This design comes from an exercise in tuning for small area, a short achievable clock period and few clock cycles per item on the open sky130 flow, not from production work. No functional check of the RTL was part of any run shown here. No activity file was given, so power comes from the tool's default toggle rates.

[flow/run.sh]
#!/bin/bash
# synth_recipe.tcl (not shown) runs the flow's synth.tcl, then flattens the netlist and writes it again
# the make line also repeats each setting of config.mk as NAME=value (left out here)
make -C /OpenROAD-flow-scripts/flow DESIGN_CONFIG=/design/flow/config.mk WORK_HOME=/design/flow/orfs CLKGATE_MAP_FILE= SYNTH_SCRIPT=/design/flow/synth_recipe.tcl finish
[flow/config.mk]
export PLATFORM = sky130hd
export DESIGN_NAME = blur_mask_top
export DESIGN_NICKNAME = blur_mask_top
export VERILOG_FILES = /design/flow/design.v
export SDC_FILE = /design/flow/constraint.sdc
export NUM_CORES = 4
export LEC_CHECK = 0
export CAP_MARGIN = 20
export CORE_MARGIN = 2
export CORE_UTILIZATION = 40
export SETUP_SLACK_MARGIN = 4.0
export SLEW_MARGIN = 20
[flow/constraint.sdc]
create_clock -name core_clock -period 6.0 [get_ports {clock}]
set_input_delay 1.2000 -clock core_clock [delete_from_list [all_inputs] [get_ports {clock}]]
set_output_delay 1.2000 -clock core_clock [all_outputs]
set_load 0.01 [all_outputs]
[flow/design.v]
`timescale 1ns/1ns
`default_nettype none
module frame_memory (
  input  logic                                 clock,
  input  logic                                 wr_valid,
  input  logic [7-1:0]                wr_addr,
  input  logic [6-1:0]               wr_data,
  input  logic [16-1:0]               rd_sel,
  output logic [8*6-1:0]   rd_column
);
  localparam int COL_W = 8 * 6;
  logic [16*COL_W-1:0] storage;
  for (genvar a = 0; a < 16 * 8; a++) begin : g_word
    always_ff @(posedge clock) begin
      if (wr_valid && wr_addr == 7'(a)) begin
        storage[a*6 +: 6] <= wr_data;
      end
    end
  end
  always_comb begin
    rd_column = '0;
    for (int c = 0; c < 16; c++) begin
      rd_column = rd_column | (storage[c*COL_W +: COL_W] & {COL_W{rd_sel[c]}});
    end
  end
endmodule
`default_nettype wire
`timescale 1ns/1ns
`default_nettype none
module pixel_loader (
  input  logic                     clock,
  input  logic                     pix_write,
  input  logic [4-1:0]     pix_col,
  input  logic [3-1:0]     pix_row,
  input  logic [3*8-1:0] pix_rgb,
  output logic                     wr_valid,
  output logic [7-1:0]    wr_addr,
  output logic [6-1:0]   wr_data
);
  logic [8-1:0] grey;
  assign grey = (pix_rgb[23:16] >> 2) + (pix_rgb[15:8] >> 1) + (pix_rgb[7:0] >> 2);
  always_ff @(posedge clock) begin
    wr_valid <= pix_write;
    if (pix_write) begin
      wr_addr <= {pix_col, pix_row};
      wr_data <= grey[8-1:2];
    end
  end
endmodule
`default_nettype wire
`timescale 1ns/1ns
`default_nettype none
module column_fetch (
  input  logic                     clock,
  input  logic                     reset,
  input  logic                     start,
  input  logic                     wr_valid,
  input  logic [4-1:0]     wr_col,
  output logic                     busy,
  output logic [16-1:0]   rd_sel,
  output logic                     first_next,
  output logic                     mask_valid,
  output logic [4-1:0]     mask_col,
  output logic                     done
);
  localparam int N = 16;
  logic [N+2:0] sel;
  logic first_d;
  logic last_d;
  logic held_last;
  logic due;
  logic due_d;
  logic held_due;
  assign due = busy && |sel[N:1];
  assign rd_sel    = sel[N-1:0];
  assign first_next = first_d;
  always_ff @(posedge clock) begin
    if (reset) begin
      first_d    <= 1'b1;
      last_d     <= 1'b0;
      held_last  <= 1'b0;
      due_d      <= 1'b0;
      held_due   <= 1'b0;
    end else begin
      due_d      <= due;
      held_due   <= due_d;
      first_d    <= sel[0];
      last_d     <= sel[N];
      held_last  <= last_d;
    end
  end
  always_ff @(posedge clock) begin
    if (reset) begin
      busy       <= 1'b0;
      sel        <= (N+3)'(1);
      mask_valid <= 1'b0;
      done       <= 1'b0;
    end else if (!busy) begin
      mask_valid <= 1'b0;
      done       <= 1'b0;
      if (start) begin
        busy <= 1'b1;
        if (!(wr_valid && wr_col == '0)) sel <= sel << 1;
      end
    end else begin
      mask_valid <= held_due;
      done       <= held_due && held_last;
      if (held_due && held_last) busy <= 1'b0;
      sel <= sel[N+2] ? (N+3)'(1) : sel << 1;
    end
  end
  always_ff @(posedge clock) begin
    mask_col <= mask_valid ? mask_col + 1'b1 : '0;
  end
endmodule
`default_nettype wire
`timescale 1ns/1ns
`default_nettype none
module blur_mask_stage (
  input  logic                               clock,
  input  logic [8*6-1:0] column,
  input  logic                               first_next,
  output logic [8-1:0]             mask_bits
);
  localparam int SW = 6;
  localparam logic [5:0] SAT = 6'(32 + 1);
  logic [8*SW-1:0] column_q;
  logic [5:0] side      [8];
  logic [6:0] centre    [8];
  logic [5:0] side_prev [8];
  logic [5:0] part_sat  [8];
  logic [SW-1:0] q [8+2];
  logic [5:0] side_next [8];
  logic [6:0] centre_next [8];
  logic [7:0] part [8];
  logic [6:0] total [8];
  always_comb begin
    q[0] = '0;
    q[8+1] = '0;
    for (int r = 0; r < 8; r++) q[r+1] = column_q[r*SW +: SW];
    for (int r = 0; r < 8; r++) begin
      side_next[r]   = 6'(q[r] >> 2) + 6'(q[r+1] >> 1) + 6'(q[r+2] >> 2);
      centre_next[r] = 7'(q[r] >> 1) + 7'(q[r+1]) + 7'(q[r+2] >> 1);
      part[r]  = 8'(side_prev[r]) + 8'(centre[r]);
      total[r] = 7'(part_sat[r]) + 7'(side[r]);
    end
  end
  always_ff @(posedge clock) begin
    column_q <= column;
    for (int r = 0; r < 8; r++) begin
      side[r]      <= side_next[r];
      centre[r]    <= centre_next[r];
      side_prev[r] <= first_next ? 6'd0 : side[r];
      part_sat[r]  <= (part[r] >= 8'(SAT)) ? SAT : part[r][5:0];
      mask_bits[r] <= (total[r] >= 7'(SAT));
    end
  end
endmodule
`default_nettype wire
`timescale 1ns/1ns
`default_nettype none
module blur_mask_top (
  input  logic                     clock,
  input  logic                     reset,
  input  logic                     pix_write,
  input  logic [4-1:0]     pix_col,
  input  logic [3-1:0]     pix_row,
  input  logic [3*8-1:0] pix_rgb,
  input  logic                     start,
  output logic                     busy,
  output logic                     mask_valid,
  output logic [4-1:0]     mask_col,
  output logic [8-1:0]   mask_bits,
  output logic                     done
);
  logic                                wr_valid;
  logic [7-1:0]               wr_addr;
  logic [6-1:0]              wr_data;
  logic [16-1:0]              rd_sel;
  logic                                first_next;
  logic [8*6-1:0]  column;
  pixel_loader loader_i (
    .clock     (clock),
    .pix_write (pix_write),
    .pix_col   (pix_col),
    .pix_row   (pix_row),
    .pix_rgb   (pix_rgb),
    .wr_valid  (wr_valid),
    .wr_addr   (wr_addr),
    .wr_data   (wr_data)
  );
  frame_memory memory_i (
    .clock     (clock),
    .wr_valid  (wr_valid),
    .wr_addr   (wr_addr),
    .wr_data   (wr_data),
    .rd_sel    (rd_sel),
    .rd_column (column)
  );
  column_fetch fetch_i (
    .clock      (clock),
    .reset      (reset),
    .start      (start),
    .wr_valid   (wr_valid),
    .wr_col     (wr_addr[7-1:3]),
    .busy       (busy),
    .rd_sel     (rd_sel),
    .first_next  (first_next),
    .mask_valid (mask_valid),
    .mask_col   (mask_col),
    .done       (done)
  );
  blur_mask_stage stage_i (
    .clock     (clock),
    .column    (column),
    .first_next (first_next),
    .mask_bits (mask_bits)
  );
endmodule
`default_nettype wire
==> results of run 1 <==
-- layout make-up --
cell class	count	share of cell area
clock buffer	148	0.06046
inverter	144	0.01073
sequential	1069	0.5778
clock inverter	55	0.01083
multi-input combinational	1493	0.2759
tap	1391	0.03424
timing repair buffer	171	0.03003
-- routing by layer --
layer | global-route usage | up-vias
li1 | - | 11240
met1 | 0.2490 | 12700
met2 | 0.3148 | 975
met3 | 0.03232 | 154
met4 | 0.05738 | 0
met5 | 0 | -
-- worst max path at each step --
stage / endpoint / slack [ns] / depth (start not counted)
2_1_floorplan: loader_i.wr_data[3]$_DFFE_PP_ / 3.26 / 7
6_report: mask_valid / 3.66 / 1
5_1_grt: mask_valid / 3.62 / 1
3_5_place_dp: loader_i.wr_data[3]$_DFFE_PP_ / 2.67 / 8
4_1_cts: mask_valid / 3.62 / 1
3_3_place_gp: loader_i.wr_data[5]$_DFFE_PP_ / 2.69 / 9
-- cells by family after synthesis --
kind of cell / after synthesis / synth area share
fa+ha+maj: 211 / 0.07482
flops: 1069 / 0.6938
buf+inv: 267 / 0.02496
xor+xnor: 105 / 0.02184
simple gates: 554 / 0.06647
mux: 1 / 0.0002377
compound gates: 619 / 0.1178
-- cells in the mapped netlist (all sizes together) (44+ instances only) --
master | n | share of area
nand3 | 44 | 0.0052
dfxtp | 288 | 0.14
a22o | 192 | 0.040
edfxtp | 781 | 0.56
nor2 | 206 | 0.018
inv | 144 | 0.013
a21oi | 63 | 0.0078
nor2b | 84 | 0.012
ha | 143 | 0.042
clkbuf | 107 | 0.0095
nand4 | 57 | 0.0085
fa | 68 | 0.032
a221oi | 194 | 0.040
xnor2 | 73 | 0.015
nand2 | 50 | 0.0045
-- repair_timing --
| item | 4_1_cts | 5_1_grt |
|---|---|---|
| pin swaps | 77 | 108 |
| buffers inserted | 50 | 45 |
| gates resized for setup | 519 | 233 |
| endpoints found under the setup margin | 1023 | 1124 |
| gates cloned | 1 | 5 |
-- state kept, by name, indices dropped and copies added, names as in the netlist --
name	flops
loader_i.wr_valid	1
fetch_i.done	1
stage_i.side	48
loader_i.wr_data	6
stage_i.centre	56
fetch_i.first_d	1
stage_i.column_q	48
fetch_i.busy	1
fetch_i.sel	19
stage_i.side_prev	48
fetch_i.mask_valid	1
loader_i.wr_addr	7
fetch_i.due_d	1
stage_i.part_sat	48
memory_i.storage	768
stage_i.mask_bits	8
fetch_i.mask_col	4
fetch_i.held_due	1
fetch_i.last_d	1
fetch_i.held_last	1
-- placed cells by master (no fill, tap or decap), types with 37 or more instances in the layout --
cell type    n
nor2_4     123
xnor2_1     72
a22o_1     192
dfxtp_1    218
inv_1      114
clkbuf_16  114
ha_1       106
nor2_1      73
buf_4      100
fa_1        37
nand4_1     57
dfxtp_2     46
a221oi_1   179
edfxtp_1   781
nor2b_1     75
-- report_power, final --
| group | total [µW] | switching [µW] | internal [µW] |
|---|---|---|---|
| sequential | 9200 | 376 | 8830 |
| combinational | 4170 | 2300 | 1860 |
| clock | 6740 | 2840 | 3910 |
-- through the flow --
| stage | cell area, µm² | setup slack [ns] |
|---|---|---|
| global placement | 44150 | 2.692 |
| CTS | 49370 | 3.621 |
| global route | 50820 | 3.619 |
| floorplan | 42250 | 3.260 |
| detailed placement | 44150 | 2.669 |
| finish | 50820 | 3.657 |
==> metrics.md, run 1 <==
| Metric | Value |
|---|---|
| Outcome | `timing/DRC/antenna clean` |
| Slew Viols, Final | `0` |
| Remaining antenna violation count after routing | `0` |
| WL per Instance | `roughly 23 µm` |
| Leakage | `about 0.017 µW` |
| CP Cell Sequence | `buf_6` |
| Inserted Diodes | `0` |
| Core area | `104,800 µm²` |
| Final Cycle Share | `0.3904` |
| Post-synth cell types | `between 50 and 60` |
| Worst reg2reg path depth | `6` |
| Initial antenna violation count | `0` |
| Crit path from | `fetch_i.mask_valid$_SDFF_PP0_` |
| Async SR Flop Fraction | `0` |
| Reg2reg end | `fetch_i.sel[14]$_SDFFE_PP0P_` |
| First-pass GRT wire length | `roughly 150,000 µm` |
| Synth Net Count | `between 3,000 and 4,000` |
| Worst setup SP type | `register` |
| Setup violations, final | `0` |
| Final Critical Period | `2.343 ns` |
| HPWL after DPL | `roughly 63,000 µm` |
| Mapped cell area | `around 42,000 µm²` |
| Core Util, Final | `0.4849` |
| Avg Vias per Cell | `5.606` |
| Num rows | `119` |
| Setup_tns | `0 ns` |
| Final Hold Vio Count | `0` |
| Max-cap violations | `0` |
| Worst Path Buf+Inv | `1` |
| M1 wire length | `about 43,000 µm` |
| RSZ-0062 raised after global routing | `yes` |
| Num CTS Buffers | `approximately 110` |
| Post-synth top flop | `edfxtp_1` |
| DIE WIDTH | `around 330 µm` |
| CTS H-tree depth | `3` |
| Largest net degree at the start of global routing | `around 100` |
| VDD IR max | `about 0.26 mV` |
| Part of the Yosys area used for sequential elements | `0.6938` |
| Worst R2R Setup Slack | `between 3 and 4 ns` |
| Port bufs | `44` |
| Die ar. | `around 110,000 µm²` |
| Uppermost routed layer | `met4` |
| HP Start | `fetch_i.held_last$_SDFF_PP0_` |
| Worst setup EP type | `primary output` |
| GPL Wtd Cong | `0.8295` |
| Family with the most delay on the worst path | `flip-flops` |
| Layout cells sized above 1 | `0.2578` |
| Min Hold Slack | `between 0.4 and 0.5 ns` |
| Filler cells | `between 8,000 and 9,000` |
| Total gr overflow | `0` |
| Placed cells | `around 4,200` |
| Critical path type | `reg -> out` |
| Layout Nets | `roughly 3,200` |
| Io pins | `50` |
| Min-delay worst type | `reg -> reg` |
| Final wirelength | `between 100,000 and 150,000 µm` |
| Worst clock skew | `around 0.027 ns` |
| Number of global-route vias before repair | `25,260` |
| Slew @ Worst Pin | `~1.2 ns` |
| WL met3 | `7332 µm` |
| Starting density of the core | `0.4017` |
| Clock root buffer | `clkbuf_16` |
| Drt drc | `0` |
| Initial drt markers | `approximately 2,100` |
| EDFF count, synth | `781` |
| Clock Pin Slew Worst Setup and Hold Paths | `around 0.05 ns` |
| Crit-path max FO | `5` |
| Mean Syn Cell Area | `about 15 µm²` |
| Crit-path max cell delay | `approximately 0.35 ns` |
| Register Area | `between 20,000 and 30,000 µm²` |
| Vias | `roughly 25,000` |
| Routed met2 length | `roughly 50,000 µm` |
| Reg2Reg Launch Point | `loader_i.wr_addr[5]$_DFFE_PP_` |
| Clock sink count | `roughly 1,100` |
| Clk buf depth | `3` |
| Fmax | `between 0.4 and 0.5 GHz` |
| CTS Hold Buffers Added | `0` |
| Multi-input gate area in the final layout | `about 14,000 µm²` |
| Die height | `around 330 µm` |
| Layout area overhead | `20.69%` |
| Slew headroom | `0.1940` |
| Power per standard cell area | `approximately 400 nW/µm²` |
| Gate Count Post-Synth | `2,826` |
| Yosys warns | `13` |
| Worst skew pair latency | `slightly below 0.7 ns` |
| Yosys reg bits | `1,069` |
| Slowest CP cell | `dfxtp_4` |
| Total track usage | `0.1876` |
| Drt first pass iters | `8` |
| Hold Path End | `fetch_i.done$_SDFF_PP0_` |
| WP data arrival | `roughly 1.1 ns` |
| Pwr Total | `slightly above 20,000 µW` |
| Required time worst endpoint | `around 4.8 ns` |
| Non-Filler Instances | `around 4,500` |
| CTS tree | `done` |
| Hold-critical path depth | `2` |
==> run 2, diff against run 1 <==
--- a/flow/config.mk
+++ b/flow/config.mk
@@ -9,4 +9,4 @@
 export CORE_MARGIN = 2
 export CORE_UTILIZATION = 40
-export SETUP_SLACK_MARGIN = 4.0
+export SETUP_SLACK_MARGIN = 3.5
 export SLEW_MARGIN = 20
==> metrics.md, run 2 <==
| Metric | Value |
|---|---|
| Synth Net Count | `3,072 (unchanged)` |
| Clock Pin Slew Worst Setup and Hold Paths | `0.06 ns (about the same)` |
| CTS H-tree depth | `3 (unchanged)` |
| Initial drt markers | `2,380 (+14%)` |
| Worst clock skew | `0.03307 ns (+0.006416 ns)` |
| Internal power | `13,970 µW (-4.3%)` |
| Outcome | `timing/DRC/antenna clean` |
| Die ar. | `107,900 µm² (unchanged)` |
| Synth top area cells | `edfxtp_1 56%, dfxtp_1 14%, ha_1 4.2%` |
| Num rows | `119 (unchanged)` |
| Worst setup SP type | `register` |
| Num CTS Buffers | `103 (-5.5%)` |
| Final Hold Vio Count | `0 (unchanged)` |
| Min-delay worst type | `reg -> reg` |
| Clock sink count | `1,069 (unchanged)` |
| Io pins | `50 (unchanged)` |
| Yosys warns | `13 (unchanged)` |
| Power share of the combinational group | `0.185 (-0.022)` |
| Final wirelength | `98,840 µm (-4.6%)` |
| RSZ-0062 raised after global routing | `yes` |
| VDD IR max | `0.2487 mV (-5.8%)` |
| CTS Hold Buffers Added | `0 (unchanged)` |
| Drt first pass iters | `5 (-3)` |
| Top reg by flops | `memory_i.storage` |
| Switching share of power | `0.2701 (-0.004155)` |
| Final Cycle Share | `0.4216 (+0.03114)` |
| Synth top cells by count | `781 x edfxtp_1, 288 x dfxtp_1, 206 x nor2_1` |
| HP Start | `fetch_i.mask_col[0]$_SDFF_PN0_` |
| Slowest CP cell | `nor2_1` |
| Worst Path Buf+Inv | `0 (-1)` |
| Part of the Yosys area used for sequential elements | `0.6938 (unchanged)` |
| Drt drc | `0 (unchanged)` |
| Share of the synthesized area in the top cell type | `0.5569 (unchanged)` |
| Crit path from | `loader_i.wr_addr[0]$_DFFE_PP_` |
| WL per Instance | `22.64 µm (-2.3%)` |
| Mapped cell area | `42,110 µm² (unchanged)` |
| Fmax | `0.3954 GHz (-7.4%)` |
| Leakage | `0.01645 µW (-5.6%)` |
| Worst reg2reg path depth | `3 (-3)` |
| Worst skew pair latency | `0.69 ns (about the same)` |
| DIE WIDTH | `328.5 µm (unchanged)` |
| Layout area overhead | `13.02%` |
| Core area | `104,800 µm² (unchanged)` |
| Reg2Reg Launch Point | `loader_i.wr_addr[0]$_DFFE_PP_` |
| First-pass GRT wire length | `149,800 µm (-2.3%)` |
| Mean Syn Cell Area | `14.90 µm² (unchanged)` |
| CP Cell Sequence | `nor2b_1 > nand2_1 > nor2_1` |
| Top-count cell post-synth | `edfxtp_1` |
| CP Depth | `3 (+2)` |
| Starting density of the core | `0.4017 (unchanged)` |
| Clock root buffer | `clkbuf_16` |
| Yosys reg bits | `1,069 (unchanged)` |
| Layout cells sized above 1 | `0.1025 (-0.1553)` |
| Number of flip-flops in the largest register | `768 (unchanged)` |
| Crit-path max cell delay | `0.68 ns (+0.33 ns)` |
| Power per standard cell area | `402.1 nW/µm² (+1.6%)` |
| WP data arrival | `2.82 ns (+1.68 ns)` |
| Most frequent cells in the layout | `781 x edfxtp_1, 265 x dfxtp_1, 194 x a221oi_1` |
| Family with the most delay on the worst path | `simple AND/OR/NAND/NOR gates` |
| Post-synth cell types | `58 (unchanged)` |
| Reg power frac | `0.481 (+0.023)` |
| Post-synth top flop | `edfxtp_1` |
| Required time worst endpoint | `6.29 ns (+1.49 ns)` |
| Total gr overflow | `0 (unchanged)` |
| Largest net degree at the start of global routing | `101 (-1.9%)` |
| Number of global-route vias before repair | `24,610 (-2.6%)` |
| Port bufs | `44 (unchanged)` |
| HPWL after DPL | `61,990 µm (-1.0%)` |
| Layout Nets | `3,134 (-3.1%)` |
| Final Critical Period | `2.529 ns (+0.1868 ns)` |
| Die height | `328.5 µm (unchanged)` |
| Clock power frac | `0.333 (-0.002)` |
| Async SR Flop Fraction | `0 (unchanged)` |
| Critical path type | `reg -> reg` |
| Commonest non-fill, non-tap cell in the layout | `edfxtp_1` |
| Vias | `24,280 (-3.1%)` |
| Clk buf depth | `3 (unchanged)` |
| Gate Count Post-Synth | `2,826 (unchanged)` |
| Switching Power | `5169 µW (-6.3%)` |
| Placed cells | `4,167 (unchanged)` |
| Slew Viols, Final | `0 (unchanged)` |
| Slew headroom | `0.2961 (+0.1022)` |
| Setup_tns | `0 ns (unchanged)` |
| Worst setup EP type | `register` |
| Max-cap violations | `0 (unchanged)` |
| Remaining antenna violation count after routing | `0 (unchanged)` |
| Hold-critical path depth | `1 (-1)` |
| Slew @ Worst Pin | `1.056 ns (-0.1532 ns)` |
| Setup violations, final | `0 (unchanged)` |
| Avg Vias per Cell | `5.560 (-0.81%)` |
| EDFF count, synth | `781 (unchanged)` |
| Inserted Diodes | `0 (unchanged)` |
| CTS tree | `done` |
| Largest registers | `memory_i.storage (768), stage_i.centre (56)` |
| Non-Filler Instances | `4,366 (-2.3%)` |
| Area leader, netlist | `edfxtp_1` |
| Total track usage | `0.1823 (-0.005358)` |
| Crit-path max FO | `8 (+3)` |
| GPL Wtd Cong | `0.8253 (-0.51%)` |
| Initial antenna violation count | `1 (+1)` |
==> run 2: cell counts after synthesis <==
Identical to the previous run, type by type.
==> run 2: cell families (layout without fill, tap and decap cells) <==
logic type / after synthesis / count (layout) / share of synthesized area
buf+inv: 267 / 416 / 0.02496
compound gates: 619 / 619 / 0.1178
flops: 1069 / 1069 / 0.6938
simple gates: 554 / 554 / 0.06647
mux: 1 / 1 / 0.0002377
xor+xnor: 105 / 105 / 0.02184
fa+ha+maj: 211 / 211 / 0.07482
==> run 2: per-layer routing <==
| metal | vias to the layer above | global-route usage | share of wire |
|---|---|---|---|
| li1 | 10980 | - | - |
| met1 | 12240 | 0.2508 | 0.43 |
| met2 | 917 | 0.3011 | 0.48 |
| met3 | 142 | 0.02907 | 0.078 |
| met4 | 0 | 0.04804 | 0.020 |
| met5 | - | 0 | 0 |
==> run 2: cell type report <==
| cell class | instances | area, µm² |
|---|---|---|
| Multi-Input combinational cell | 1490 | 12010 |
| Clock inverter | 64 | 593.1 |
| Timing Repair Buffer | 80 | 709.4 |
| Tap cell | 1391 | 1740 |
| Fill cell | 9068 | 57230 |
| Inverter | 144 | 540.5 |
| Clock buffer | 128 | 2746 |
| Sequential cell | 1069 | 29250 |
==> run 2: power groups by stage <==
stage	sequential (µW)	clock (µW)	combinational, µW
finish	9210	6380	3550
global placement	9360	0	3400
detailed placement	9380	0	3550
global route	9270	6780	4040
CTS	9220	6480	3560
floorplan	9380	0	2510
==> run 2: path summary, 6_finish.rpt <==
kind,endpoint,slack [ns]
worst max register to register,memory_i.storage[320]$_DFFE_PP_,3.47
worst min register to register,fetch_i.mask_col[0]$_SDFF_PN0_,0.43
worst max-delay path,memory_i.storage[320]$_DFFE_PP_,3.47
worst min-delay path,fetch_i.mask_col[0]$_SDFF_PN0_,0.43
==> run 2: timing repair <==
item                       in CTS  in global routing
gates resized for setup        59                 54
hold endpoints to repair        0                  0
setup buffers                   6                  1
setup endpoints to repair      65                391
pin swaps                      10                 10
==> run 2: per-stage QoR <==
step                cell area, µm²  power [µW]  utilization  setup WS, ns  hold WS [ns]
floorplan                    42130       11900            -         3.260        0.4100
global placement             44040       12760       0.4202         2.689        0.4325
detailed placement           44050       12930       0.4203         2.665        0.4404
CTS                          47450       19260       0.4527         3.289        0.4322
global route                 47590       20090       0.4540         3.369        0.4431
finish                       47590       19140       0.4540         3.471        0.4268
==> run 3, diff against run 2 <==
--- a/flow/design.v
+++ b/flow/design.v
@@ -3,6 +3,6 @@
 module frame_memory (
   input  logic                                 clock,
-  input  logic                                 wr_valid,
-  input  logic [7-1:0]                wr_addr,
+  input  logic [16-1:0]               wr_col_hot,
+  input  logic [8-1:0]               wr_row_hot,
   input  logic [6-1:0]               wr_data,
   input  logic [16-1:0]               rd_sel,
@@ -13,5 +13,5 @@
   for (genvar a = 0; a < 16 * 8; a++) begin : g_word
     always_ff @(posedge clock) begin
-      if (wr_valid && wr_addr == 7'(a)) begin
+      if (wr_col_hot[a / 8] && wr_row_hot[a % 8]) begin
         storage[a*6 +: 6] <= wr_data;
       end
@@ -34,6 +34,6 @@
   input  logic [3-1:0]     pix_row,
   input  logic [3*8-1:0] pix_rgb,
-  output logic                     wr_valid,
-  output logic [7-1:0]    wr_addr,
+  output logic [16-1:0]   wr_col_hot,
+  output logic [8-1:0]   wr_row_hot,
   output logic [6-1:0]   wr_data
 );
@@ -41,9 +41,7 @@
   assign grey = (pix_rgb[23:16] >> 2) + (pix_rgb[15:8] >> 1) + (pix_rgb[7:0] >> 2);
   always_ff @(posedge clock) begin
-    wr_valid <= pix_write;
-    if (pix_write) begin
-      wr_addr <= {pix_col, pix_row};
-      wr_data <= grey[8-1:2];
-    end
+    for (int c = 0; c < 16; c++) wr_col_hot[c] <= pix_write && pix_col == 4'(c);
+    for (int r = 0; r < 8; r++) wr_row_hot[r] <= pix_row == 3'(r);
+    wr_data <= grey[8-1:2];
   end
 endmodule
@@ -55,6 +53,5 @@
   input  logic                     reset,
   input  logic                     start,
-  input  logic                     wr_valid,
-  input  logic [4-1:0]     wr_col,
+  input  logic                     wr_col0,
   output logic                     busy,
   output logic [16-1:0]   rd_sel,
@@ -101,5 +98,5 @@
       if (start) begin
         busy <= 1'b1;
-        if (!(wr_valid && wr_col == '0)) sel <= sel << 1;
+        if (!wr_col0) sel <= sel << 1;
       end
     end else begin
@@ -174,6 +171,6 @@
   output logic                     done
 );
-  logic                                wr_valid;
-  logic [7-1:0]               wr_addr;
+  logic [16-1:0]              wr_col_hot;
+  logic [8-1:0]              wr_row_hot;
   logic [6-1:0]              wr_data;
   logic [16-1:0]              rd_sel;
@@ -186,12 +183,12 @@
     .pix_row   (pix_row),
     .pix_rgb   (pix_rgb),
-    .wr_valid  (wr_valid),
-    .wr_addr   (wr_addr),
-    .wr_data   (wr_data)
+    .wr_col_hot (wr_col_hot),
+    .wr_row_hot (wr_row_hot),
+    .wr_data    (wr_data)
   );
   frame_memory memory_i (
     .clock     (clock),
-    .wr_valid  (wr_valid),
-    .wr_addr   (wr_addr),
+    .wr_col_hot (wr_col_hot),
+    .wr_row_hot (wr_row_hot),
     .wr_data   (wr_data),
     .rd_sel    (rd_sel),
@@ -202,6 +199,5 @@
     .reset      (reset),
     .start      (start),
-    .wr_valid   (wr_valid),
-    .wr_col     (wr_addr[7-1:3]),
+    .wr_col0    (wr_col_hot[0]),
     .busy       (busy),
     .rd_sel     (rd_sel),
==> metrics.md, run 3 <==
| Metric | Value |
|---|---|
| Outcome | `timing/DRC/antenna clean` |
| Die height | `330.3 µm (+0.55%)` |
| Final Cycle Share | `0.4080 (-0.01360)` |
| Post-synthesis mux area share | `0.0004702 (+0.0002325)` |
| Number of flip-flops in the largest register | `768 (unchanged)` |
| Clock root buffer | `clkbuf_16` |
| Drt drc | `0 (unchanged)` |
| Num CTS Buffers | `107 (+3.9%)` |
| Non-Filler Instances | `4,385 (+0.44%)` |
| Io pins | `50 (unchanged)` |
| Num rows | `119 (unchanged)` |
| Total gr overflow | `0 (unchanged)` |
| Max-cap violations | `0 (unchanged)` |
| Layout Nets | `3,143 (+0.29%)` |
| DIE WIDTH | `330.3 µm (+0.55%)` |
| Area leader, netlist | `edfxtp_1` |
| CP Depth | `1 (-2)` |
| HPWL after DPL | `63,550 µm (+2.5%)` |
| Critical path type | `reg -> out` |
| Leakage | `0.01693 µW (+2.9%)` |
| CTS H-tree depth | `3 (unchanged)` |
| Yosys warns | `13 (unchanged)` |
| Most frequent cells in the layout | `768 x edfxtp_1, 287 x dfxtp_1, 195 x a221oi_1` |
| Worst skew pair latency | `0.68 ns (about the same)` |
| Clk buf depth | `3 (unchanged)` |
| Crit path from | `fetch_i.busy$_SDFF_PP0_` |
| Hold-critical path depth | `1 (unchanged)` |
| Port bufs | `44 (unchanged)` |
| Worst setup SP type | `register` |
| Largest registers | `memory_i.storage (768), stage_i.centre (56)` |
| Layout area overhead | `13.23%` |
| Post-synth cell types | `59 (+1.7%)` |
| Number of global-route vias before repair | `24,960 (+1.4%)` |
| Slew @ Worst Pin | `1.056 ns (+0.0002684 ns)` |
| Compound-Gate Fraction of Synth Area | `0.1175 (-0.0003582)` |
| Synth top area cells | `edfxtp_1 54%, dfxtp_1 15%, ha_1 4.2%` |
| GPL Wtd Cong | `0.8127 (-1.5%)` |
| Mean Syn Cell Area | `15.03 µm² (+0.86%)` |
| Pre-CTS WS | `2.703 ns (+0.03791 ns)` |
| Uppermost routed layer | `met4` |
| Crit-path max FO | `2 (-6)` |
| Largest family of logic cells by synthesized area | `compound AO/OA/AOI/OAI gates` |
| Avg Vias per Cell | `5.584 (+0.43%)` |
| Core area | `105,400 µm² (+0.57%)` |
| Final wirelength | `102,700 µm (+3.9%)` |
| Min Hold Slack | `0.4354 ns (+0.008614 ns)` |
| Post-synthesis xor/xnor area fraction | `0.02160 (-0.0002406)` |
| Slowest CP cell | `dfxtp_4` |
| Vias | `24,490 (+0.87%)` |
| Synth Net Count | `3,079 (+0.23%)` |
| Placed cells | `4,172 (+0.12%)` |
| Min-delay worst type | `reg -> reg` |
| WL met3 | `7683 µm (-0.41%)` |
| Die ar. | `109,100 µm² (+1.1%)` |
| Worst Path Buf+Inv | `1 (+1)` |
| Power per standard cell area | `414.2 nW/µm² (+3.0%)` |
| Multi-input gate area in the final layout | `12,230 µm² (+1.8%)` |
| Largest net degree at the start of global routing | `104 (+3.0%)` |
| Total track usage | `0.1890 (+0.006725)` |
| Layout cells sized above 1 | `0.09328 (-0.009241)` |
| WL per Instance | `23.42 µm (+3.4%)` |
| Top reg by flops | `memory_i.storage` |
| Final Hold Vio Count | `0 (unchanged)` |
| Share of the synthesized area in the top cell type | `0.5416 (-0.01531)` |
| HP Start | `fetch_i.mask_col[0]$_SDFF_PN0_` |
| Routed met2 length | `48,770 µm (+3.6%)` |
| Family with the most delay on the worst path | `flip-flops` |
| Fmax | `0.4085 GHz (+3.3%)` |
| Initial drt markers | `2,309 (-3.0%)` |
| CP Cell Sequence | `clkdlybuf4s15_2` |
| EDFF count, synth | `768 (-1.7%)` |
| Required time worst endpoint | `4.80 ns (-1.49 ns)` |
| Synth top cells by count | `768 x edfxtp_1, 317 x dfxtp_1, 195 x a221oi_1` |
| Gate Count Post-Synth | `2,833 (+0.25%)` |
| Drt first pass iters | `17 (+12)` |
| Worst reg2reg path depth | `8 (+5)` |
| Filler cells | `9,195 (+1.4%)` |
| Async SR Flop Fraction | `0 (unchanged)` |
| Reg2Reg Launch Point | `stage_i.centre[0][0]$_DFF_P_` |
| Final Worst Setup Slack | `3.552 ns (+0.08160 ns)` |
| Yosys reg bits | `1,085 (+1.5%)` |
| M1 wire length | `44,020 µm (+4.6%)` |
| Simple-Gate Fraction of Synth Area | `0.07270 (+0.006232)` |
| Clock Pin Slew Worst Setup and Hold Paths | `0.06 ns (about the same)` |
| Final Critical Period | `2.448 ns (-0.08160 ns)` |
| Worst clock skew | `0.03155 ns (-0.001519 ns)` |
| Remaining antenna violation count after routing | `0 (unchanged)` |
| VDD IR max | `0.2428 mV (-2.4%)` |
| Mapped cell area | `42,580 µm² (+1.1%)` |
| Clock sink count | `1,085 (+1.5%)` |
| Commonest non-fill, non-tap cell in the layout | `edfxtp_1` |
| Starting density of the core | `0.4039 (+0.002181)` |
| RSZ-0062 raised after global routing | `no` |
| First-pass GRT wire length | `154,600 µm (+3.2%)` |
| Part of the Yosys area used for sequential elements | `0.6907 (-0.003179)` |
| Post-Synth Adder-Cell Area | `0.07399 (-0.0008244)` |
| Slew Viols, Final | `0 (unchanged)` |
| Initial antenna violation count | `7 (+6)` |
| Slew headroom | `0.2959 (about the same)` |
| CTS Hold Buffers Added | `0 (unchanged)` |
| Post-synth top flop | `edfxtp_1` |
| Register Area | `29,470 µm² (+0.75%)` |
| CTS tree | `done` |
| Setup violations, final | `0 (unchanged)` |
| Top-count cell post-synth | `edfxtp_1` |
| Worst setup EP type | `primary output` |
| Crit-path max cell delay | `0.35 ns (-0.33 ns)` |
| WP data arrival | `1.25 ns (-1.57 ns)` |
| Setup_tns | `0 ns (unchanged)` |
run 3: cell count changes after synthesis, sizes merged, moves of 4 or more:
cell	change
edfxtp	-13
buf	-10
nand3	-8
or3b	+5
and2	+125
dfxtp	+29
nor2	-111
nand2	-16
clkbuf	+4
run 3: power breakdown:
group | switching, µW | internal [µW]
combinational | 2040 | 1530
sequential | 553 | 9150
clock | 2810 | 3880
run 3: timing repair:
action	in CTS	in global routing
setup buffers	4	2
gates resized for setup	47	15
pin swaps	5	7
setup endpoints to repair	17	11
run 3: per-layer routing:
layer,GRT usage,vias up
met5,0,-
met3,0.03015,143
met2,0.3094,899
met1,0.2612,12420
met4,0.05302,0
li1,-,11030
run 3: logic make-up (layout without fill, tap and decap cells):
logic type,Yosys count,in the layout
DFF,1085,1085
buffers and inverters,262,420
muxes,2,2
AOI/OAI and AO/OA,619,619
other,0,3
adders and majority gates,211,211
and+or+nand+nor,549,549
xor gates and xnor gates,105,105
run 3: path summary, 6_finish.rpt:
path / endpoint / slack, ns
min reg2reg: fetch_i.mask_col[0]$_SDFF_PN0_ / 0.44
max: busy / 3.55
max reg2reg: stage_i.part_sat[0][0]$_SDFF_PP1_ / 3.63
min: fetch_i.mask_col[0]$_SDFF_PN0_ / 0.44
run 3: layout make-up:
cell class              count  share of cell area
diodes                      3           0.0001557
inverters                 145             0.01129
clock buffers             154             0.06395
flip-flops and latches   1085              0.6113
multi-input cells        1486              0.2537
clock inverters            49            0.009914
well taps                1391             0.03610
repair buffers             72             0.01368
run 3: per-stage QoR:
stage / util / power [µW] / instance area [µm²]
after floorplan: - / 12300 / 42590
after global placement: 0.4225 / 13250 / 44540
after detailed placement: 0.4226 / 13440 / 44550
after CTS: 0.4566 / 20090 / 48140
after global routing: 0.4573 / 20910 / 48210
final: 0.4574 / 19970 / 48210
==> run 4, diff against run 3 <==
--- a/flow/config.mk
+++ b/flow/config.mk
@@ -9,4 +9,6 @@
 export CORE_MARGIN = 2
 export CORE_UTILIZATION = 40
-export SETUP_SLACK_MARGIN = 3.5
+export CTS_BUF_LIST = sky130_fd_sc_hd__clkbuf_8
+export CTS_CLUSTER_SIZE = 30
+export SETUP_SLACK_MARGIN = 4.0
 export SLEW_MARGIN = 20
==> metrics.md, run 4 <==
| Metric | Value |
|---|---|
| Leakage | `0.01749 µW (+3.3%)` |
| Drt first pass iters | `17 (unchanged)` |
| Synth top area cells | `edfxtp_1 54%, dfxtp_1 15%, ha_1 4.2%` |
| Slew headroom | `0.2542 (-0.04171)` |
| Avg Vias per Cell | `5.540 (-0.80%)` |
| Non-Filler Instances | `4,553 (+3.8%)` |
| Total gr overflow | `0 (unchanged)` |
| Largest registers | `memory_i.storage (768), stage_i.centre (56)` |
| Die ar. | `109,100 µm² (unchanged)` |
| VDD IR max | `0.2323 mV (-4.3%)` |
| Worst skew pair latency | `0.84 ns (+0.16 ns)` |
| Gate Count Post-Synth | `2,833 (unchanged)` |
| Largest net degree at the start of global routing | `98 (-5.8%)` |
| Register Area | `29,600 µm² (+0.44%)` |
| Yosys warns | `13 (unchanged)` |
| Critical path type | `reg -> out` |
| Post-synth top flop | `edfxtp_1` |
| Drt drc | `0 (unchanged)` |
| DIE WIDTH | `330.3 µm (unchanged)` |
| Commonest non-fill, non-tap cell in the layout | `edfxtp_1` |
| Multi-input gate area in the final layout | `12,960 µm² (+6.0%)` |
| Layout cells sized above 1 | `0.1928 (+0.09956)` |
| Initial drt markers | `2,135 (-7.5%)` |
| Layout area overhead | `15.93%` |
| Async SR Flop Fraction | `0 (unchanged)` |
| Post-synth cell types | `59 (unchanged)` |
| Final Cycle Share | `0.4272 (+0.01921)` |
| RSZ-0062 raised after global routing | `yes` |
| Power per standard cell area | `402.7 nW/µm² (-2.8%)` |
| Core area | `105,400 µm² (unchanged)` |
| Top-count cell post-synth | `edfxtp_1` |
| Synth Net Count | `3,079 (unchanged)` |
| Outcome | `timing/DRC/antenna clean` |
| Number of flip-flops in the largest register | `768 (unchanged)` |
| CTS H-tree depth | `4 (+1)` |
| Yosys reg bits | `1,085 (unchanged)` |
| Part of the Yosys area used for sequential elements | `0.6907 (unchanged)` |
| First-pass GRT wire length | `157,300 µm (+1.8%)` |
| Clock Pin Slew Worst Setup and Hold Paths | `0.06 ns (about the same)` |
| Mapped cell area | `42,580 µm² (unchanged)` |
| CTS Hold Buffers Added | `0 (unchanged)` |
| Family with the most delay on the worst path | `flip-flops` |
| Worst setup SP type | `register` |
| Slew @ Worst Pin | `1.119 ns (+0.06257 ns)` |
| Die height | `330.3 µm (unchanged)` |
| Setup violations, final | `0 (unchanged)` |
| Worst clock skew | `0.04927 ns (+0.01772 ns)` |
| CP Cell Sequence | `buf_6` |
| Mean Syn Cell Area | `15.03 µm² (unchanged)` |
| Vias | `25,220 (+3.0%)` |
| Filler cells | `9,128 (-0.73%)` |
| Required time worst endpoint | `4.80 ns (about the same)` |
| Setup_tns | `0 ns (unchanged)` |
| Num rows | `119 (unchanged)` |
| Io pins | `50 (unchanged)` |
| Remaining antenna violation count after routing | `0 (unchanged)` |
| Port bufs | `44 (unchanged)` |
| Slew Viols, Final | `0 (unchanged)` |
| Pwr Total | `19,880 µW (-0.44%)` |
| Worst setup EP type | `primary output` |
| Placed cells | `4,171 (-0.024%)` |
| Clock sink count | `1,085 (unchanged)` |
| WP data arrival | `1.36 ns (+0.11 ns)` |
| Final Hold Vio Count | `0 (unchanged)` |
| Max-cap violations | `0 (unchanged)` |
| Area leader, netlist | `edfxtp_1` |
| Num CTS Buffers | `171 (+60%)` |
| WL per Instance | `23.29 µm (-0.56%)` |
| Crit-path max cell delay | `0.41 ns (+0.06 ns)` |
| Top reg by flops | `memory_i.storage` |
| Total track usage | `0.1937 (+0.004701)` |
| Most frequent cells in the layout | `768 x edfxtp_1, 228 x dfxtp_1, 192 x a22o_1, 192 x a221oi_1, 191 x clkbuf_8` |
| Number of global-route vias before repair | `25,780 (+3.3%)` |
| Design area | `49,360 µm² (+2.4%)` |
| Fmax | `0.3902 GHz (-4.5%)` |
| Slowest CP cell | `dfxtp_4` |
| Share of the synthesized area in the top cell type | `0.5416 (unchanged)` |
| Worst Path Buf+Inv | `1 (unchanged)` |
| Layout Nets | `3,262 (+3.8%)` |
| Starting density of the core | `0.4039 (unchanged)` |
| HPWL after DPL | `63,730 µm (+0.28%)` |
| CTS tree | `done` |
| Final Critical Period | `2.563 ns (+0.1153 ns)` |
| Clk buf depth | `3 (unchanged)` |
| Placed cell area | `44,580 µm² (about the same)` |
| EDFF count, synth | `768 (unchanged)` |
| Synth top cells by count | `768 x edfxtp_1, 317 x dfxtp_1, 195 x a221oi_1` |
| Crit-path max FO | `6 (+4)` |
| Min-delay worst type | `reg -> reg` |
| GPL Wtd Cong | `0.8103 (-0.30%)` |
| Clock root buffer | `clkbuf_8` |
| Initial antenna violation count | `10 (+3)` |
| Final wirelength | `106,000 µm (+3.3%)` |
## run 4: cell counts after synthesis
Identical to the previous run, type by type.
## run 4: where the power goes
group	internal (µW)	switching [µW]	total, µW
Combinational	1790	2180	3970
Sequential	9170	597	9760
Clock	3270	2870	6140
Total	14200	5650	19900
## run 4: repair_timing
action / 4_1_cts / 5_1_grt
gates resized for setup: 277 / 131
gates cloned: 0 / 0
pin swaps: 84 / 85
endpoints found under the setup margin: 127 / 149
setup buffers: 35 / 28
## run 4: final timing paths
kind / from / end / slack (ns) / cells past startpoint
max: fetch_i.mask_valid$_SDFF_PP0_ / mask_valid / 3.44 / 1
min: fetch_i.held_last$_SDFF_PP0_ / fetch_i.done$_SDFF_PP0_ / 0.44 / 2
max reg2reg: stage_i.side_prev[6][0]$_SDFF_PP0_ / stage_i.part_sat[6][0]$_SDFF_PP1_ / 3.89 / 8
min reg2reg: fetch_i.held_last$_SDFF_PP0_ / fetch_i.done$_SDFF_PP0_ / 0.44 / 2
## run 4: worst reg2reg max path, delay by kind of cell, from the launching register on
family	cells	cell delay, ns
AOI/OAI and AO/OA	3	0.88
adders and majority gates	2	0.49
buffers and inverters	1	0.03
DFF	1	0.34
and+or+nand+nor	2	0.26
## run 4: per-stage QoR
| stage | util | setup WS (ns) | hold slack (ns) |
|---|---|---|---|
| after CTS | 0.4618 | 3.365 | 0.4406 |
| after global routing | 0.4682 | 3.368 | 0.4634 |
| after floorplan | - | 3.282 | 0.4100 |
| final | 0.4683 | 3.437 | 0.4359 |
| after global placement | 0.4229 | 2.704 | 0.4255 |
| after detailed placement | 0.4229 | 2.739 | 0.4331 |
## run 4: cell type report
type | instances | area share
clock buffers | 191 | 0.05325
multi-input cells | 1486 | 0.2625
clock inverters | 124 | 0.01564
diodes | 4 | 0.0002028
flip-flops and latches | 1085 | 0.5996
repair buffers | 127 | 0.02241
well taps | 1391 | 0.03526
inverters | 145 | 0.01108
## run 4: metal layers
layer	share of wire	global-route usage
met1	0.42	0.2576
met2	0.47	0.3111
met3	0.080	0.04588
met4	0.028	0.06768
met5	0.00021	0
## run 4: cells by family after synthesis
| kind of cell | synth area share |
|---|---|
| flip-flops | 0.6907 |
| buffers and inverters | 0.02310 |
| XOR/XNOR | 0.02160 |
| multiplexers | 0.0004702 |
| AND/OR/NAND/NOR | 0.07270 |
| AO/OA/AOI/OAI | 0.1175 |
| adder cells (fa/ha/maj) | 0.07399 |
==> run 5, diff against run 4 <==
--- a/flow/design.v
+++ b/flow/design.v
@@ -124,10 +124,10 @@
   logic [8*SW-1:0] column_q;
   logic [5:0] side      [8];
-  logic [6:0] centre    [8];
+  logic [1:0] extra     [8];
   logic [5:0] side_prev [8];
   logic [5:0] part_sat  [8];
   logic [SW-1:0] q [8+2];
   logic [5:0] side_next [8];
-  logic [6:0] centre_next [8];
+  logic [1:0] extra_next [8];
   logic [7:0] part [8];
   logic [6:0] total [8];
@@ -138,6 +138,6 @@
     for (int r = 0; r < 8; r++) begin
       side_next[r]   = 6'(q[r] >> 2) + 6'(q[r+1] >> 1) + 6'(q[r+2] >> 2);
-      centre_next[r] = 7'(q[r] >> 1) + 7'(q[r+1]) + 7'(q[r+2] >> 1);
-      part[r]  = 8'(side_prev[r]) + 8'(centre[r]);
+      extra_next[r]  = 2'(q[r][1]) + 2'(q[r+1][0]) + 2'(q[r+2][1]);
+      part[r]  = 8'(side_prev[r]) + 8'({side[r], 1'b0}) + 8'(extra[r]);
       total[r] = 7'(part_sat[r]) + 7'(side[r]);
     end
@@ -147,5 +147,5 @@
     for (int r = 0; r < 8; r++) begin
       side[r]      <= side_next[r];
-      centre[r]    <= centre_next[r];
+      extra[r]     <= extra_next[r];
       side_prev[r] <= first_next ? 6'd0 : side[r];
       part_sat[r]  <= (part[r] >= 8'(SAT)) ? SAT : part[r][5:0];
--- a/flow/config.mk
+++ b/flow/config.mk
@@ -9,6 +9,4 @@
 export CORE_MARGIN = 2
 export CORE_UTILIZATION = 40
-export CTS_BUF_LIST = sky130_fd_sc_hd__clkbuf_8
-export CTS_CLUSTER_SIZE = 30
 export SETUP_SLACK_MARGIN = 4.0
 export SLEW_MARGIN = 20
==> metrics.md, run 5 <==
| Metric | Value |
|---|---|
| Outcome | `timing/DRC/antenna clean` |
| CTS Hold Buffers Added | `0 (unchanged)` |
| Top-count cell post-synth | `edfxtp_1` |
| Io pins | `50 (unchanged)` |
| GPL Wtd Cong | `0.8002 (-1.2%)` |
| Drt first pass iters | `5 (-12)` |
| Synth top area cells | `edfxtp_1 56%, dfxtp_1 14%, ha_1 5.4%` |
| Commonest non-fill, non-tap cell in the layout | `edfxtp_1` |
| Final Hold Vio Count | `0 (unchanged)` |
| Layout Nets | `2,990 (-8.3%)` |
| Max-cap violations | `0 (unchanged)` |
| Clock Pin Slew Worst Setup and Hold Paths | `0.06 ns (about the same)` |
| Total gr overflow | `0 (unchanged)` |
| Num CTS Buffers | `104 (-39%)` |
| HPWL after DPL | `61,000 µm (-4.3%)` |
| Final wirelength | `99,160 µm (-6.5%)` |
| WL per Instance | `23.76 µm (+2.0%)` |
| Setup violations, final | `0 (unchanged)` |
| Core area | `101,700 µm² (-3.5%)` |
| Worst clock skew | `0.03800 ns (-0.01127 ns)` |
| Final Cycle Share | `0.4164 (-0.01078)` |
| Number of global-route vias before repair | `23,910 (-7.3%)` |
| Initial antenna violation count | `5 (-5)` |
| Num rows | `117 (-1.7%)` |
| DIE WIDTH | `324.3 µm (-1.8%)` |
| Slew @ Worst Pin | `1.087 ns (-0.03149 ns)` |
| Die height | `324.3 µm (-1.8%)` |
| Slew headroom | `0.2752 (+0.02099)` |
| Required time worst endpoint | `6.53 ns (+1.73 ns)` |
| RSZ-0062 raised after global routing | `yes` |
| Die ar. | `105,200 µm² (-3.6%)` |
| Worst setup SP type | `register` |
| Critical path type | `reg -> reg` |
| Number of flip-flops in the largest register | `768 (unchanged)` |
| Design area | `47,500 µm² (-3.8%)` |
| Gate Count Post-Synth | `2,615 (-7.7%)` |
| Clock sink count | `1,045 (-3.7%)` |
| Yosys reg bits | `1,045 (-3.7%)` |
| Top reg by flops | `memory_i.storage` |
| Final Critical Period | `2.498 ns (-0.06470 ns)` |
| WP data arrival | `3.03 ns (+1.67 ns)` |
| Async SR Flop Fraction | `0 (unchanged)` |
| Leakage | `0.01669 µW (-4.6%)` |
| Synth Net Count | `2,895 (-6.0%)` |
| Area leader, netlist | `edfxtp_1` |
| Layout area overhead | `15.76%` |
| Post-synth top flop | `edfxtp_1` |
| Slew Viols, Final | `0 (unchanged)` |
| Avg Vias per Cell | `5.545 (about the same)` |
| Port bufs | `44 (unchanged)` |
| EDFF count, synth | `768 (unchanged)` |
| Mapped cell area | `41,030 µm² (-3.6%)` |
| Yosys warns | `13 (unchanged)` |
| Clock root buffer | `clkbuf_16` |
| Part of the Yosys area used for sequential elements | `0.6972 (+0.006494)` |
| Fmax | `0.4003 GHz (+2.6%)` |
| VDD IR max | `0.3682 mV (+59%)` |
| Worst skew pair latency | `0.67 ns (-0.17 ns)` |
| Starting density of the core | `0.4033 (-0.0005988)` |
| Layout cells sized above 1 | `0.1632 (-0.02969)` |
| Post-synth cell types | `67 (+14%)` |
| Power per standard cell area | `411.0 nW/µm² (+2.0%)` |
| Share of the synthesized area in the top cell type | `0.5620 (+0.02040)` |
| Largest net degree at the start of global routing | `89 (-9.2%)` |
| Min-delay worst type | `reg -> reg` |
| Mean Syn Cell Area | `15.69 µm² (+4.4%)` |
| Crit-path max FO | `3 (-3)` |
| Worst setup EP type | `register` |
| Vias | `23,140 (-8.3%)` |
| Min Hold Slack | `0.4307 ns (-0.005177 ns)` |
| Placed cell area | `43,100 µm² (-3.3%)` |
| Drt drc | `0 (unchanged)` |
| CTS H-tree depth | `3 (-1)` |
| Total track usage | `0.1893 (-0.004345)` |
| Initial drt markers | `1,869 (-12%)` |
| Most frequent cells in the layout | `768 x edfxtp_1, 201 x dfxtp_1, 192 x a22o_1` |
| Clk buf depth | `3 (unchanged)` |
| First-pass GRT wire length | `148,200 µm (-5.8%)` |
| Synth top cells by count | `768 x edfxtp_1, 277 x dfxtp_1, 192 x a221oi_1, 192 x a22o_1, 177 x ha_1` |
| Setup_tns | `0 ns (unchanged)` |
| Remaining antenna violation count after routing | `0 (unchanged)` |
| CTS tree | `done` |
run 5: cell count changes in the layout (fill, tap and decap cells not counted), moves of 11 or more:
| cell | change |
|---|---|
| clkbuf_1 | +29 |
| clkbuf_8 | -183 |
| inv_1 | -103 |
| ha_1 | +48 |
| buf_4 | -32 |
| nor2_1 | -44 |
| a21o_1 | +11 |
| inv_2 | -17 |
| xnor2_1 | -28 |
| nor2b_1 | -15 |
| dfxtp_1 | -27 |
| clkbuf_16 | +106 |
run 5: layout make-up:
cell class	count	area, µm²
antenna	4	10.01
clock buffer	146	2887
clock inverter	51	553.0
fill	8701	54240
inverter	92	345.3
multi-input combinational	1363	12280
sequential	1045	28760
tap	1368	1712
timing repair buffer	104	957.2
run 5: what timing repair did:
action                     CTS  global route
buffers inserted            25            14
pin swaps                   57            51
gates resized for setup    232            82
setup endpoints to repair  125           253
run 5: critical path: stages, from the launching register on:
cell and delay [ns]:
dfxtp_2 0.32, fa_1 0.52, ha_4 0.19, fa_2 0.34, a21o_1 0.20, a21oi_4 0.18, xor2_1 0.19, a22oi_2 0.11
or3_1 0.34
run 5: routing by layer:
metal | track usage | routed length (µm) | vias to the layer above
met5 | 0 | 0 | -
met4 | 0.04722 | 1844 | 0
met3 | 0.02783 | 7367 | 112
met2 | 0.3173 | 48020 | 818
met1 | 0.2592 | 41930 | 11780
li1 | - | - | 10430
run 5: power by group:
group | switching (µW) | total, µW | leakage (µW) | internal, µW
Sequential | 595 | 9360 | 0.00916 | 8770
Combinational | 2010 | 3660 | 0.00585 | 1660
Clock | 2700 | 6500 | 0.00168 | 3800
Total | 5300 | 19500 | 0.0167 | 14200
run 5: logic make-up after synthesis:
kind of cell,Yosys count,share of synthesized area
XOR/XNOR,73,0.01558
flip-flops,1045,0.6972
AO/OA/AOI/OAI,597,0.1174
adder cells (fa/ha/maj),245,0.08714
multiplexers,1,0.0002744
AND/OR/NAND/NOR,447,0.06327
buffers and inverters,207,0.01918
run 5: through the flow:
stage,power (µW),std cells,utilization,setup slack [ns]
final,19520,4173,0.4669,3.502
after global routing,20480,4169,0.4668,3.430
after CTS,19560,4155,0.4630,3.539
after detailed placement,12850,3933,0.4236,2.668
after global placement,12670,3933,0.4236,2.667
after floorplan,11740,2615,-,3.180
run 5: worst paths after layout:
| path | startpoint | to | slack (ns) | cells past startpoint |
|---|---|---|---|---|
| setup / recovery | stage_i.side_prev[4][1]$_SDFF_PP0_ | stage_i.part_sat[4][0]$_SDFF_PP1_ | 3.50 | 8 |
| hold / removal | fetch_i.held_last$_SDFF_PP0_ | fetch_i.done$_SDFF_PP0_ | 0.43 | 2 |
| setup reg to reg | stage_i.side_prev[4][1]$_SDFF_PP0_ | stage_i.part_sat[4][0]$_SDFF_PP1_ | 3.50 | 8 |
| hold reg to reg | fetch_i.held_last$_SDFF_PP0_ | fetch_i.done$_SDFF_PP0_ | 0.43 | 2 |
==> run 6, diff against run 5 <==
--- a/flow/config.mk
+++ b/flow/config.mk
@@ -9,4 +9,6 @@
 export CORE_MARGIN = 2
 export CORE_UTILIZATION = 40
+export CTS_CLUSTER_DIAMETER = 100
+export CTS_CLUSTER_SIZE = 30
 export SETUP_SLACK_MARGIN = 4.0
 export SLEW_MARGIN = 20
==> metrics.md, run 6 <==
| Metric | Value |
|---|---|
| Number of global-route vias before repair | `23,310 (-2.5%)` |
| Avg Vias per Cell | `5.639 (+1.7%)` |
| Slew headroom | `0.2874 (+0.01222)` |
| First-pass GRT wire length | `145,600 µm (-1.8%)` |
| Worst reg2reg path depth | `8 (unchanged)` |
| Simple-Gate Fraction of Synth Area | `0.06327 (unchanged)` |
| Total gr overflow | `0 (unchanged)` |
| WP data arrival | `2.97 ns (-0.06 ns)` |
| Design area | `45,390 µm² (-4.4%)` |
| Share of the synthesized area in the top cell type | `0.5620 (unchanged)` |
| Leakage | `0.01565 µW (-6.2%)` |
| Yosys warns | `13 (unchanged)` |
| Port bufs | `44 (unchanged)` |
| Part of the Yosys area used for sequential elements | `0.6972 (unchanged)` |
| Die height | `324.3 µm (unchanged)` |
| Fmax | `0.4046 GHz (+1.1%)` |
| Worst skew pair latency | `0.62 ns (-0.05 ns)` |
| Worst clock skew | `0.02818 ns (-0.009824 ns)` |
| Slew @ Worst Pin | `1.069 ns (-0.01833 ns)` |
| Mapped cell area | `41,030 µm² (unchanged)` |
| Switching Power | `4738 µW (-11%)` |
| Slew Viols, Final | `0 (unchanged)` |
| CP Cell Sequence | `fa_1 > ha_2 > fa_2 > a21o_1 > a21oi_4 > a31o_2 > o21ai_1 > or3_1` |
| Largest net degree at the start of global routing | `89 (unchanged)` |
| Top-count cell post-synth | `edfxtp_1` |
| Top reg by flops | `memory_i.storage` |
| Reg2reg end | `stage_i.part_sat[4][0]$_SDFF_PP1_` |
| Post-synth cell types | `67 (unchanged)` |
| Clock sink count | `1,045 (unchanged)` |
| HP Start | `fetch_i.due_d$_SDFF_PP0_` |
| Slowest CP cell | `fa_1` |
| Post-Synth Adder-Cell Area | `0.08714 (unchanged)` |
| Most frequent cells in the layout | `768 x edfxtp_1, 202 x dfxtp_1, 192 x a22o_1` |
| Core Util, Final | `0.4462 (-0.02073)` |
| Setup violations, final | `0 (unchanged)` |
| Gate Count Post-Synth | `2,615 (unchanged)` |
| Final Hold Vio Count | `0 (unchanged)` |
| Yosys reg bits | `1,045 (unchanged)` |
| Worst setup EP type | `register` |
| Worst R2R Setup Slack | `3.53 ns (+0.03 ns)` |
| Compound-Gate Fraction of Synth Area | `0.1174 (unchanged)` |
| Commonest non-fill, non-tap cell in the layout | `edfxtp_1` |
| Initial drt markers | `1,974 (+5.6%)` |
| Reg power frac | `0.564 (+0.084)` |
| Post-synthesis xor/xnor area fraction | `0.01558 (unchanged)` |
| Largest family of logic cells by synthesized area | `compound AO/OA/AOI/OAI gates` |
| Io pins | `50 (unchanged)` |
| Filler cells | `8,915 (+2.5%)` |
| Synth top cells by count | `768 x edfxtp_1, 277 x dfxtp_1, 192 x a221oi_1, 192 x a22o_1, 177 x ha_1` |
| Power per standard cell area | `365.3 nW/µm² (-11%)` |
| Clock power frac | `0.214 (-0.119)` |
| Worst setup SP type | `register` |
| Core area | `101,700 µm² (unchanged)` |
| Reg2Reg Launch Point | `stage_i.side_prev[4][1]$_SDFF_PP0_` |
| Switching share of power | `0.2857 (+0.01417)` |
| GPL Wtd Cong | `0.8002 (unchanged)` |
| Synth top area cells | `edfxtp_1 56%, dfxtp_1 14%, ha_1 5.4%` |
| Clock root buffer | `clkbuf_16` |
| Num CTS Buffers | `41 (-61%)` |
| Die ar. | `105,200 µm² (unchanged)` |
| Internal power | `11,850 µW (-17%)` |
| Number of flip-flops in the largest register | `768 (unchanged)` |
| Critical Path Sink | `stage_i.part_sat[4][0]$_SDFF_PP1_` |
| Crit-path max FO | `4 (+1)` |
| Drt first pass iters | `5 (unchanged)` |
| Post-synth top flop | `edfxtp_1` |
| Async SR Flop Fraction | `0 (unchanged)` |
| Crit-path max cell delay | `0.47 ns (-0.05 ns)` |
| Max-cap violations | `0 (unchanged)` |
| Crit path from | `stage_i.side_prev[4][1]$_SDFF_PP0_` |
| Placed cell area | `43,100 µm² (unchanged)` |
| Starting density of the core | `0.4033 (unchanged)` |
| Required time worst endpoint | `6.50 ns (-0.03 ns)` |
| Final Cycle Share | `0.4120 (-0.004408)` |
| Critical path type | `reg -> reg` |
| Synth Net Count | `2,895 (unchanged)` |
| RSZ-0062 raised after global routing | `yes` |
| Post-synthesis mux area share | `0.0002744 (unchanged)` |
| Outcome | `timing/DRC/antenna clean` |
| Clk buf depth | `3 (unchanged)` |
| DIE WIDTH | `324.3 µm (unchanged)` |
| Min Hold Slack | `0.4617 ns (+0.03103 ns)` |
| Mean Syn Cell Area | `15.69 µm² (unchanged)` |
| Min-delay worst type | `reg -> reg` |
| Layout area overhead | `10.62%` |
| Total track usage | `0.1855 (-0.003823)` |
| Drt drc | `0 (unchanged)` |
| Setup_tns | `0 ns (unchanged)` |
| Final Critical Period | `2.472 ns (-0.02645 ns)` |
| CTS tree | `done` |
| Area leader, netlist | `edfxtp_1` |
| WL per Instance | `24.09 µm (+1.4%)` |
| Num rows | `117 (unchanged)` |
| Final wirelength | `97,750 µm (-1.4%)` |
| EDFF count, synth | `768 (unchanged)` |
| Remaining antenna violation count after routing | `0 (unchanged)` |
| CTS H-tree depth | `2 (-1)` |
| HPWL after DPL | `61,000 µm (unchanged)` |
| Clock Pin Slew Worst Setup and Hold Paths | `0.11 ns (+0.05 ns)` |
| Vias | `22,880 (-1.1%)` |
| Initial antenna violation count | `3 (-2)` |
| Power share of the combinational group | `0.222 (+0.034)` |
| VDD IR max | `0.2863 mV (-22%)` |
| Layout cells sized above 1 | `0.1354 (-0.02774)` |
| Layout Nets | `2,935 (-1.8%)` |
==> run 6: cell counts after synthesis <==
No cell type changed its count.
==> run 6: worst min-delay path by stage <==
stage,end,slack [ns],cells past startpoint
CTS,fetch_i.done$_SDFF_PP0_,0.46,2
detailed placement,fetch_i.held_due$_SDFF_PP0_,0.43,1
global placement,fetch_i.held_last$_SDFF_PP0_,0.42,1
global route,fetch_i.held_due$_SDFF_PP0_,0.47,1
finish,fetch_i.held_due$_SDFF_PP0_,0.46,1
floorplan,fetch_i.done$_SDFF_PP0_,0.41,2
==> run 6: layout make-up <==
type,count,area (µm²),area share
flip-flops and latches,1045,28770,0.6338
diodes,2,5.005,0.0001103
clock inverters,8,82.58,0.001819
inverters,92,345.3,0.007607
multi-input cells,1363,12300,0.2709
clock buffers,68,1170,0.02577
repair buffers,112,1012,0.02230
well taps,1368,1712,0.03771
==> run 6: through the flow <==
stage	total power, µW	cells	setup WS, ns
floorplan	11740	2615	3.180
global placement	12670	3933	2.667
detailed placement	12850	3933	2.668
CTS	16560	4039	3.537
global route	17440	4056	3.441
finish	16580	4058	3.528
==> run 6: worst max-delay path, delay by kind of cell (launching register included) <==
kind | cells | cell delay, ns
AO/OA/AOI/OAI | 4 | 0.68
adder cells (fa/ha/maj) | 3 | 1.02
flip-flops | 1 | 0.34
AND/OR/NAND/NOR | 1 | 0.33
==> run 6: cell families (layout without fill, tap and decap cells) <==
| group | Yosys count | in the layout |
|---|---|---|
| mux | 1 | 1 |
| simple gates | 447 | 447 |
| fa+ha+maj | 245 | 245 |
| buf+inv | 207 | 280 |
| other cells | 0 | 2 |
| flops | 1045 | 1045 |
| xor+xnor | 73 | 73 |
| compound gates | 597 | 597 |
==> run 6: repair_timing <==
item                                    in CTS  in global routing
gates resized for setup                    248                 69
pin swaps                                   66                 49
endpoints found under the setup margin     129                232
gates cloned                                 0                  0
hold buffers                                 0                  0
setup buffers                               30                 17
==> run 6: power groups by stage <==
| stage | Combinational [µW] | Sequential, µW | Clock [µW] |
|---|---|---|---|
| floorplan | 2340 | 9400 | 0 |
| global placement | 3190 | 9480 | 0 |
| detailed placement | 3330 | 9510 | 0 |
| CTS | 3590 | 9360 | 3610 |
| global route | 4160 | 9430 | 3850 |
| finish | 3690 | 9350 | 3550 |
==> run 6: metal layers <==
metal | vias up | part of all wire | track usage
met5 | - | 0 | 0
met4 | 0 | 0.014 | 0.03014
met3 | 81 | 0.065 | 0.02409
met2 | 730 | 0.49 | 0.3178
met1 | 11830 | 0.43 | 0.2566
li1 | 10250 | - | -

re-timing with driven ports:
The results above use ideal ports. As a check the final layouts listed here were re-extracted and re-timed, cells and wires unchanged.
Step 1 (the two cells are an assumption about what drives the block):
set clk [get_ports {clock}]
set_driving_cell -lib_cell sky130_fd_sc_hd__clkbuf_16 $clk
set_driving_cell -lib_cell sky130_fd_sc_hd__buf_2 [delete_from_list [all_inputs] $clk]
Step 2 times the ports against the registers' clock, not the clock port: input delays grow and output delays shrink by t, the midpoint of the rising clock arrivals with the driver on.
Slacks: ideal ports / drivers / drivers and shift; pairs: ideal ports / drivers.
run | t (ns) | setup WS [ns] | worst setup path after step 2 | cell pins on the clock port's net
run 1 | 0.736 | 3.657 / 3.589 / 3.017 | input to register | 1
run 2 | 0.742 | 3.471 / 3.424 / 2.884 | input to register | 1
run 3 | 0.741 | 3.552 / 3.478 / 2.898 | input to register | 1
run 4 | 0.871 | 3.437 / 3.378 / 3.051 | input to register | 1
run 5 | 0.720 | 3.502 / 3.502 / 3.031 | input to register | 1
run 6 | 0.673 | 3.528 / 3.528 / 3.038 | input to register | 1
After both steps every run listed still meets setup and hold. The setup slack of run 3, which loses most, moves by -0.074 ns with the drivers and by -0.654 ns with both steps.
